From an optimization exercise on the open Yosys and OpenROAD flow, aimed at a short achievable clock period and few clock cycles; shortcuts taken in it are not production practice.
The RTL was checked by simulation tests, not by an equivalence proof against the original design.
No activity file was given, so power comes from the tool's default toggle rates.

==> flow/design.v (excerpt) <==
module lc3b_icache (
   input  logic         clk,
   input  logic         rst_n,
   input  logic         i_read,
   input  logic [15:0]  i_address,
   output logic [15:0]  i_rdata,
   output logic         i_mem_resp,
   output logic         pmem_read,
   output logic [15:0]  pmem_address,
   input  logic [127:0] pmem_rdata,
   input  logic         pmem_resp
);
For scale: roughly 9100 cells after synthesis, ~2400 flip-flops, ~180 I/O pins.
Settings: LEC_CHECK=0, ABC_AREA=1, CAP_MARGIN=20, CORE_MARGIN=2, CORE_UTILIZATION=40, SETUP_SLACK_MARGIN=2.9, SLEW_MARGIN=20, TNS_END_PERCENT=5; clock period 6.2 ns.
run.sh (not shown) runs the stock make flow with config.mk's settings and CLKGATE_MAP_FILE= SYNTH_SCRIPT=/design/flow/synth_recipe.tcl, a recipe that flattens the netlist after the stock synthesis.
The starting point produced a clean layout.
Testbench counts at the start, summed over its fixed seeds: cycles 41,030.
Then changed:
==> flow/flow/run.sh (new file) <==
#!/bin/bash
# Layout flow: the standard layout (standard.sh, all steps unchanged),
# with two additions to its config:
#  - the platform's delay cells (clkdlybuf*, dlygate*, dlymetal*) are added
#    to DONT_USE_CELLS, so port buffers and timing repair use plain buffers;
#  - IO_CONSTRAINTS (flow/io.tcl) keeps the fetch-side ports on one edge.
# The full make output goes to standard.log in this folder.
set -euo pipefail
cat >> config.mk <<EOC
export DONT_USE_CELLS += sky130_fd_sc_hd__clkdlybuf4s15_1 sky130_fd_sc_hd__clkdlybuf4s15_2 sky130_fd_sc_hd__clkdlybuf4s18_1 sky130_fd_sc_hd__clkdlybuf4s18_2 sky130_fd_sc_hd__clkdlybuf4s25_1 sky130_fd_sc_hd__clkdlybuf4s25_2 sky130_fd_sc_hd__clkdlybuf4s50_1 sky130_fd_sc_hd__clkdlybuf4s50_2 sky130_fd_sc_hd__dlygate4sd1_1 sky130_fd_sc_hd__dlygate4sd2_1 sky130_fd_sc_hd__dlygate4sd3_1 sky130_fd_sc_hd__dlymetal6s2s_1 sky130_fd_sc_hd__dlymetal6s4s_1 sky130_fd_sc_hd__dlymetal6s6s_1
export IO_CONSTRAINTS = $PWD/flow/io.tcl
EOC
bash standard.sh > standard.log 2>&1
==> flow/flow/io.tcl (new file) <==
# Keep the fetch-side ports and the fill data together on the right edge, so
# the paths from i_address and pmem_rdata to i_rdata / i_mem_resp /
# pmem_read stay short.
set_io_pin_constraint -region right:* -pin_names {i_read i_address[*] i_rdata[*] i_mem_resp pmem_read pmem_resp pmem_address[*] pmem_rdata[*]}
==> flow/standard.sh (new file) <==
#!/bin/bash
# synth_recipe.tcl (not shown) runs the flow's synth.tcl, then flattens the netlist and writes it again
# the make line also repeats each setting of config.mk as NAME=value (left out here)
make -C /OpenROAD-flow-scripts/flow DESIGN_CONFIG=/design/flow/config.mk WORK_HOME=/design/flow/orfs CLKGATE_MAP_FILE= SYNTH_SCRIPT=/design/flow/synth_recipe.tcl "${@:-finish}"
--- a/flow/config.mk
+++ b/flow/config.mk
@@ -14,0 +15,2 @@
+export DONT_USE_CELLS += sky130_fd_sc_hd__clkdlybuf4s15_1 sky130_fd_sc_hd__clkdlybuf4s15_2 sky130_fd_sc_hd__clkdlybuf4s18_1 sky130_fd_sc_hd__clkdlybuf4s18_2 sky130_fd_sc_hd__clkdlybuf4s25_1 sky130_fd_sc_hd__clkdlybuf4s25_2 sky130_fd_sc_hd__clkdlybuf4s50_1 sky130_fd_sc_hd__clkdlybuf4s50_2 sky130_fd_sc_hd__dlygate4sd1_1 sky130_fd_sc_hd__dlygate4sd2_1 sky130_fd_sc_hd__dlygate4sd3_1 sky130_fd_sc_hd__dlymetal6s2s_1 sky130_fd_sc_hd__dlymetal6s4s_1 sky130_fd_sc_hd__dlymetal6s6s_1
+export IO_CONSTRAINTS = /design/flow/flow/io.tcl
removed: flow/run.sh
Die area is about the same.
Non-clock buffer count rises by 41.
Total power falls by 0.81%.
Combinational power stays flat.
Area after synthesis stays flat.
Synthesized cell count does not change.
Routed wire length came out higher by 7.3%.
Utilization is lower by 0.64 points.

* * *

Another version of the RTL of lc3b_icache (not shown whole).
For scale: roughly 9,000 cells after synthesis, about 2,400 flip-flops, about 180 I/O pins, ~100,000 um^2 of cells after synthesis.
clock: 6.2 ns
lec_check: 0
abc_area: 1
cap_margin: 20
core_margin: 2
core_utilization: 40
setup_slack_margin: 2.9
slew_margin: 20
tns_end_percent: 5
standard.sh (not shown) runs the stock make flow with config.mk's settings and CLKGATE_MAP_FILE= SYNTH_SCRIPT=/design/flow/synth_recipe.tcl, a recipe that flattens the netlist after the stock synthesis.
==> flow/flow/run.sh <==
#!/bin/bash
# Layout flow: the standard layout (standard.sh, all steps unchanged),
# with the platform's delay cells (clkdlybuf*, dlygate*, dlymetal*) added to
# DONT_USE_CELLS, so port buffers and repair use plain buffers.
# The full make output goes to standard.log in this folder.
set -euo pipefail
cat >> config.mk <<'EOC'
export DONT_USE_CELLS += sky130_fd_sc_hd__clkdlybuf4s15_1 sky130_fd_sc_hd__clkdlybuf4s15_2 sky130_fd_sc_hd__clkdlybuf4s18_1 sky130_fd_sc_hd__clkdlybuf4s18_2 sky130_fd_sc_hd__clkdlybuf4s25_1 sky130_fd_sc_hd__clkdlybuf4s25_2 sky130_fd_sc_hd__clkdlybuf4s50_1 sky130_fd_sc_hd__clkdlybuf4s50_2 sky130_fd_sc_hd__dlygate4sd1_1 sky130_fd_sc_hd__dlygate4sd2_1 sky130_fd_sc_hd__dlygate4sd3_1 sky130_fd_sc_hd__dlymetal6s2s_1 sky130_fd_sc_hd__dlymetal6s4s_1 sky130_fd_sc_hd__dlymetal6s6s_1
EOC
bash standard.sh > standard.log 2>&1
Testbench counts at the start, summed over its fixed seeds: cycles 41,030.
Next try:
==> flow/run.sh (new file) <==
#!/bin/bash
# synth_recipe.tcl (not shown) runs the flow's synth.tcl, then flattens the netlist and writes it again
# the make line also repeats each setting of config.mk as NAME=value (left out here)
make -C /OpenROAD-flow-scripts/flow DESIGN_CONFIG=/design/flow/config.mk WORK_HOME=/design/flow/orfs CLKGATE_MAP_FILE= SYNTH_SCRIPT=/design/flow/synth_recipe.tcl finish
==> flow/config.mk (replaced) <==
export PLATFORM = sky130hd
export DESIGN_NAME = lc3b_icache
export DESIGN_NICKNAME = lc3b_icache
export VERILOG_FILES = /design/flow/design.v
export SDC_FILE = /design/flow/constraint.sdc
export NUM_CORES = 4
export LEC_CHECK = 0
export ABC_CLOCK_PERIOD_IN_PS = 3300
export CAP_MARGIN = 20
export CORE_MARGIN = 2
export CORE_UTILIZATION = 40
export SETUP_SLACK_MARGIN = 2.9
export SLEW_MARGIN = 20
export TNS_END_PERCENT = 5
removed: flow/flow/run.sh
removed: flow/standard.sh
After rerunning:
- The changed run finished clean
- global-route usage decreases by 1.0 points
- sequential power is about the same
- worst hold slack is better by 0.024 ns
- wire length decreases by about 11%

-- afterwards: timing with drivers on the ports --
The flow's constraints put no driver on any port. The routed layouts listed below were extracted and timed again, unchanged, in two steps.
Step 1 assumes that a clkbuf_16 drives the clock port and a buf_2 every other input.
Step 2 adds t to the input delays and takes it off the output delays; t is the mean of the earliest and latest rising clock arrival at the registers after step 1. Input paths then give back, and output paths get back, about the clock's delay inside the block.
Three values: ideal, step 1, step 2; two values: the first two.
run	t (ns)	setup WS [ns]	worst setup path after step 2
the first run of note 1	0.980	1.754 / 1.654 / 1.586	input to register
the second run of note 1	0.994	1.561 / 1.405 / 1.169	input to register
the first run of note 2	0.972	1.757 / 1.667 / 1.552	input to register
the second run of note 2	0.952	1.680 / 1.574 / 1.339	input to register
After both steps every run listed still meets setup and hold. For the second run of note 1, which loses most, drivers alone change the setup slack by -0.156 ns; drivers and shift together by -0.392 ns.
